Source: an optimization exercise on an open RTL-to-GDS flow (aim: small area, a short achievable clock period and few clock cycles per item). Production flows keep margins and buffers that such runs may drop.
The RTL was checked by simulation tests, not by an equivalence proof against the original design.
No activity file was given, so power comes from the tool's default toggle rates.

===== design/flow/config.mk =====
export PLATFORM = sky130hd
export DESIGN_NAME = mcu_exec_core
export DESIGN_NICKNAME = mcu_exec_core
export VERILOG_FILES = /design/flow/design.v
export SDC_FILE = /design/flow/constraint.sdc
export NUM_CORES = 4
export LEC_CHECK = 0
export CAP_MARGIN = 20
export CORE_MARGIN = 2
export CORE_UTILIZATION = 40
export SLEW_MARGIN = 20

===== design/flow/constraint.sdc =====
create_clock -name core_clock -period 5.0 [get_ports {clk}]
set_input_delay 1.0000 -clock core_clock [delete_from_list [all_inputs] [get_ports {clk}]]
set_output_delay 1.0000 -clock core_clock [all_outputs]
set_load 0.01 [all_outputs]

===== design/flow/run.sh =====
#!/bin/bash
# synth_recipe.tcl (not shown) runs the flow's synth.tcl, then flattens the netlist and writes it again
# the make line also repeats each setting of config.mk as NAME=value (left out here)
make -C /OpenROAD-flow-scripts/flow DESIGN_CONFIG=/design/flow/config.mk WORK_HOME=/design/flow/orfs CLKGATE_MAP_FILE= SYNTH_SCRIPT=/design/flow/synth_recipe.tcl finish

===== design/flow/design.v =====
module mcu_exec_core #(
  parameter int OP_SZ  = 32,
  parameter int MEM_SZ = 4
) (
  input  logic              clk,
  input  logic              reset,
  input  logic              in_valid,
  output logic              in_ready,
  input  logic [3:0]        op_code,
  input  logic [MEM_SZ-1:0] op0,
  input  logic [MEM_SZ-1:0] op1,
  input  logic [MEM_SZ-1:0] op2,
  input  logic [OP_SZ-1:0]  wdata,
  output logic [OP_SZ-1:0]  out,
  output logic              done,
  output logic              carry,
  output logic              zero,
  output logic              err
);
  localparam int DEPTH = 2 ** MEM_SZ;
  localparam int SHW   = $clog2(OP_SZ);
  logic [OP_SZ-1:0]  mem_q [DEPTH];
  logic              v_q;
  logic [3:0]        opc_q;
  logic [MEM_SZ-1:0] dst_q;
  logic [OP_SZ-1:0]  a_q, b_q;
  logic              done_q, carry_q, err_q;
  logic [OP_SZ-1:0]  out_q;
  logic [OP_SZ:0]    sum, diff;
  logic [OP_SZ-1:0]  res;
  logic              res_c, res_err, res_wr, wr;
  logic              acc;
  logic [OP_SZ-1:0]  rd_a, rd_b, wd;
  assign in_ready = 1'b1;
  assign acc      = in_valid & reset;
  always_comb begin
    sum     = {1'b0, a_q} + {1'b0, b_q};
    diff    = {1'b0, a_q} - {1'b0, b_q};
    res     = '0;
    res_c   = 1'b0;
    res_err = 1'b0;
    res_wr  = 1'b1;
    case (opc_q)
      4'd0: begin res = sum[OP_SZ-1:0];  res_c = sum[OP_SZ];  end
      4'd1: begin res = diff[OP_SZ-1:0]; res_c = diff[OP_SZ]; end
      4'd2: res = a_q << b_q[SHW-1:0];
      4'd3: res = a_q >> b_q[SHW-1:0];
      4'd4: res = a_q & b_q;
      4'd5: res = a_q | b_q;
      4'd6: res = a_q ^ b_q;
      4'd7: res = ~a_q;
      4'd8: res = b_q;               
      4'd9: begin res = a_q; res_wr = 1'b0; end
      default: begin res_err = 1'b1; res_wr = 1'b0; end
    endcase
  end
  assign wr = v_q & res_wr;
  always_comb begin
    rd_a = mem_q[op0];
    rd_b = mem_q[op2];
    if (wr && dst_q == op0) rd_a = res;
    if (wr && dst_q == op2) rd_b = res;
    if (op_code == 4'd8)    rd_b = wdata;
  end
  always_ff @(posedge clk) begin
    if (!reset) begin
      v_q    <= 1'b0;
      done_q <= 1'b0;
    end else begin
      v_q    <= acc;
      done_q <= v_q;
    end
  end
  always_ff @(posedge clk) begin
    opc_q   <= op_code;
    dst_q   <= op1;
    a_q     <= rd_a;
    b_q     <= rd_b;
    out_q   <= res;
    carry_q <= res_c;
    err_q   <= res_err;
  end
  assign wd = res & {OP_SZ{reset}};
  always_ff @(posedge clk) begin
    for (int i = 0; i < DEPTH; i++) begin
      if (!reset || (wr && dst_q == MEM_SZ'(i)))
        mem_q[i] <= wd;
    end
  end
  assign out   = out_q;
  assign done  = done_q;
  assign carry = carry_q;
  assign err   = err_q;
  assign zero  = (out_q == '0);
endmodule

==> summary.txt <==
==> cell type report <==
| type | instances | area [um2] | share of cell area, % |
|---|---|---|---|
| sequential | 620 | 17500 | 43.6 |
| clock buffer | 81 | 1830 | 4.55 |
| inverter | 105 | 394 | 0.979 |
| tap | 1144 | 1430 | 3.56 |
| clock inverter | 44 | 462 | 1.15 |
| timing repair buffer | 289 | 2680 | 6.66 |
| multi-input combinational | 2219 | 15900 | 39.5 |
| antenna | 1 | 2.50 | 0.00622 |
==> power by group through the flow <==
stage / registers, uW / clock network (uW) / logic, uW
final: 7620 / 5190 / 6860
after global routing: 7700 / 5420 / 7150
after CTS: 7590 / 5220 / 6550
after detailed placement: 7690 / 0 / 6520
after global placement: 7680 / 0 / 6560
after floorplan: 7540 / 0 / 3710
==> registers in the layout, summed over array words and instances (netlist names), 4 cells and up <==
| register | flops |
|---|---|
| dst_q | 4 |
| b_q | 32 |
| out_q | 32 |
| opc_q | 4 |
| a_q | 32 |
| mem_q | 512 |
==> worst max path at each step <==
| stage | start | to | slack [ns] | cells after the start |
|---|---|---|---|---|
| after floorplan | opc_q[3] | mem_q[13][0] | 0.43 | 6 |
| after detailed placement | a_q[0] | mem_q[11][30] | 0.45 | 14 |
| after global placement | a_q[0] | mem_q[4][30] | 0.44 | 14 |
| final | a_q[0] | mem_q[2][30] | 0.26 | 14 |
| after CTS | a_q[0] | mem_q[2][30] | 0.40 | 14 |
| after global routing | a_q[0] | mem_q[2][30] | 0.1 | 14 |
==> cell families (layout without fill, tap and decap cells) <==
kind of cell | count (synthesis) | in the layout | synth area share, %
adders and majority gates | 108 | 108 | 3.96
AOI/OAI and AO/OA | 1194 | 1194 | 24.2
buffers and inverters | 368 | 519 | 4.30
other | 1 | 2 | 0.0109
DFF | 620 | 620 | 50.9
xor gates and xnor gates | 10 | 10 | 0.254
muxes | 145 | 145 | 5.55
and+or+nand+nor | 761 | 761 | 10.8
==> cell usage in the layout, fill, tap and decap left out, types with 14 or more instances in the layout <==
cell type,synthesis,layout
nand3_1,99,99
a31oi_1,17,17
nand4_1,84,84
nor2_4,0,20
a211oi_1,23,23
dfxtp_1,108,103
nor3_1,51,38
clkdlybuf4s50_1,0,85
o211ai_1,41,41
a22oi_1,342,342
a21o_1,29,29
buf_4,6,179
inv_1,100,100
a22o_1,60,60
ha_1,106,106
o22ai_1,82,82
mux2i_1,90,90
nand2_1,163,163
mux2_2,20,20
nor2b_1,22,22
nor2_1,215,195
a221o_1,17,17
clkbuf_16,0,70
nand2b_1,26,26
mux4_2,35,35
and2_1,33,33
a221oi_1,83,83
nor4_1,20,17
a21oi_1,232,232
o21a_1,14,14
buf_12,0,24
o21ai_4,0,16
edfxtp_1,512,512
o21ai_0,129,112
==> metal layers <==
metal	vias to the layer above	share of wire, %
li1	12918	-
met1	15063	36
met2	2640	44
met3	691	13
met4	6	7.0
met5	-	0.020
==> per-stage QoR <==
| stage | instances | power, uW | util (%) |
|---|---|---|---|
| floorplan | 3207 | 11200 | - |
| global placement | 4377 | 14200 | 44.5 |
| detailed placement | 4377 | 14200 | 44.5 |
| CTS | 4502 | 19400 | 47.2 |
| global route | 4502 | 20300 | 47.2 |
| finish | 4503 | 19700 | 47.2 |
==> worst max-delay path, stage by stage (launching register included) <==
cell and delay (ns):
dfxtp_1 0.49, ha_1 0.27, inv_1 0.07, fa_1 0.40
nand2b_1 0.20, a21o_1 0.25, a211o_1 0.33, a2111oi_2 0.51
buf_4 0.20, nor4bb_1 0.08, o31ai_1 0.28, buf_4 0.16
mux2i_1 0.21, a21oi_2 0.15, nor2b_1 0.81
==> synth_stat cells, drive strengths merged (84+ instances only) <==
master,n,share of area (%)
mux2i,90,2.6
nand4,84,1.5
nor2,215,2.3
nand2,163,1.8
a21oi,233,3.4
a22oi,342,7.5
inv,104,1.1
clkbuf,194,2.1
ha,106,3.8
nand3,99,1.4
edfxtp,512,45
o21ai,135,2.0
dfxtp,108,6.3
==> impl_results.md <==
* Switching Share at a little under two fifths
* Max-cap violations at 0
* Worst VDD drop at about 0.00024 V
* Placement Rows at 107
* DP Wirelength at between 100000 and 150000 um
* Drt total wl at roughly 160000 um
* PwrDens at ~500 nW/um2
* First-pass GRT wire length at roughly 220000 um
* Worst min path class: reg2reg
* CTS tree: built
* Endpoint class of the critical path: register
* Asr flop ratio synth at 0%
* First-pass DRT Iterations at 6
* Number of synthesized flops with an enable pin at ~500
* Pre-CTS setup slack at around 0.45 ns
* Via Count at ~31000
* Hold path cells at 1
* Cell Area, Placed at ~38000 um2
* CP arrival at 5.02 ns
* Initial antenna violation count at 1
* H-tree Lvls at 3
* RR Startpoint: a_q[0]
* Vias in the first global route at 30043
* Reg-to-reg endpoint: mem_q[2][30]
* Worst-case hold path end point: done_q
* Clock buffer depth at 3
* Reg2Reg Depth at 14
* Worst slew pin tran at 1.22 ns
* Clk pwr share at about a quarter
* Critical path fanouts, max at 16
* Syn Inst Count at around 3200
* Post-cts resize count at 0
* HP Start: v_q
* Count of final max-slew check failures at 0
* Die height at ~300 um
* Startpoint type of the worst setup path: register
* Layout area overhead at 16.8%
* Setup violators final at 0
* Post-Syn Area at between 30000 and 40000 um2
* Library cells used by synthesis at 97
* Top FF cell, synth: edfxtp_1
* Die area at between 80000 and 90000 um2
* Warnings, synthesis at 2
* Total GRT Usage at between 30% and 40%
* CP Class: reg2reg
* Rel. slew slack at between 10% and 20%
* Num ports at between 80 and 90
* Final hold vios at 0
* Logic pwr share at about a third
* FMAX at ~0.21 GHz
* M3 GR Usage at under 10%
* Fillers at roughly 7900
* RePlAce Congestion at roughly 1.0
* Setup slack after layout at roughly 0.26 ns
* WL/cell at approximately 35 um
* Number of setup buffers added after CTS at 0
* Cts bufs inserted at just under 70
* Power Internal at approximately 12000 uW
* Largest net degree at the start of global routing at 67
* Clk_skew at ~0.028 ns
* Unrepaired setup endpoints after global routing: false
* ANT nets after route at 0
* Period Utilization, post-route at 94.9%
* Iteration-0 DRC Markers at between 5000 and 6000
* IO buf count at 86
* Status: complete, no violations
* Share of layout cells above drive strength 1 at between 10% and 20%
* Overall die width at roughly 300 um
* Met2 Use GR at between 50 and 60%
* Design Area, Final at 40300 um2
* Syn nets at between 3000 and 4000
* Nets at about 3500
* Congestion Overflow GR at 0
* Grt peak-use layer: met2
* Clock sinks at 620
* Vias per inst at a little under 7
* Leakage at 0.0145 uW
* Clock transition at path regs at ~0.070 ns
* Sequential power share at between 30% and 40%
* Clock Latency Late Sink at about 0.63 ns
* Net Switching at about 7500 uW
* Avg Cell Area, Syn at 10.7 um2
* Core Box Area at 85300 um2
* # DRC at 0
* Hold WS at a little under 0.5 ns
* R2r setup slk at 0.26 ns
* Register area share after synthesis at between 50% and 60%
* Initial Util at between 40% and 50%
* Cts hold-fix bufs at 0
* Req. time, crit path at between 5 and 6 ns
* Met1 Use GR at a little over two fifths
* Post-route minimum period at 4.74 ns
* Yosys reg bits at 620
* Setup tns final at 0 ns
* Root Buffer: clkbuf_16
Testbench counts, summed over its fixed seeds: cycles 12,016, items 12,000.

==> afterwards: timing with drivers on the ports <==
How much do the figures lean on ideal ports? The routed layout below was timed once more, with nothing changed but the port constraints.
Step 1 (the two cells are an assumption about what drives the block):
set clk [get_ports {clk}]
set_driving_cell -lib_cell sky130_fd_sc_hd__clkbuf_16 $clk
set_driving_cell -lib_cell sky130_fd_sc_hd__buf_2 [delete_from_list [all_inputs] $clk]
Step 2 times the ports against the registers' clock, not the clock port: input delays grow and output delays shrink by t, the midpoint of the rising clock arrivals with the driver on.
a / b / c = ideal / step 1 / step 2; a / b = the first two.
t (ns): 0.677
slack for setup (ns): 0.255 / 0.255 / 0.255
cell pins on the clock port's net: 1
After both steps setup and hold are still met in this run. For this run, drivers alone change the setup slack by 0.000 ns; drivers and shift together by 0.000 ns.
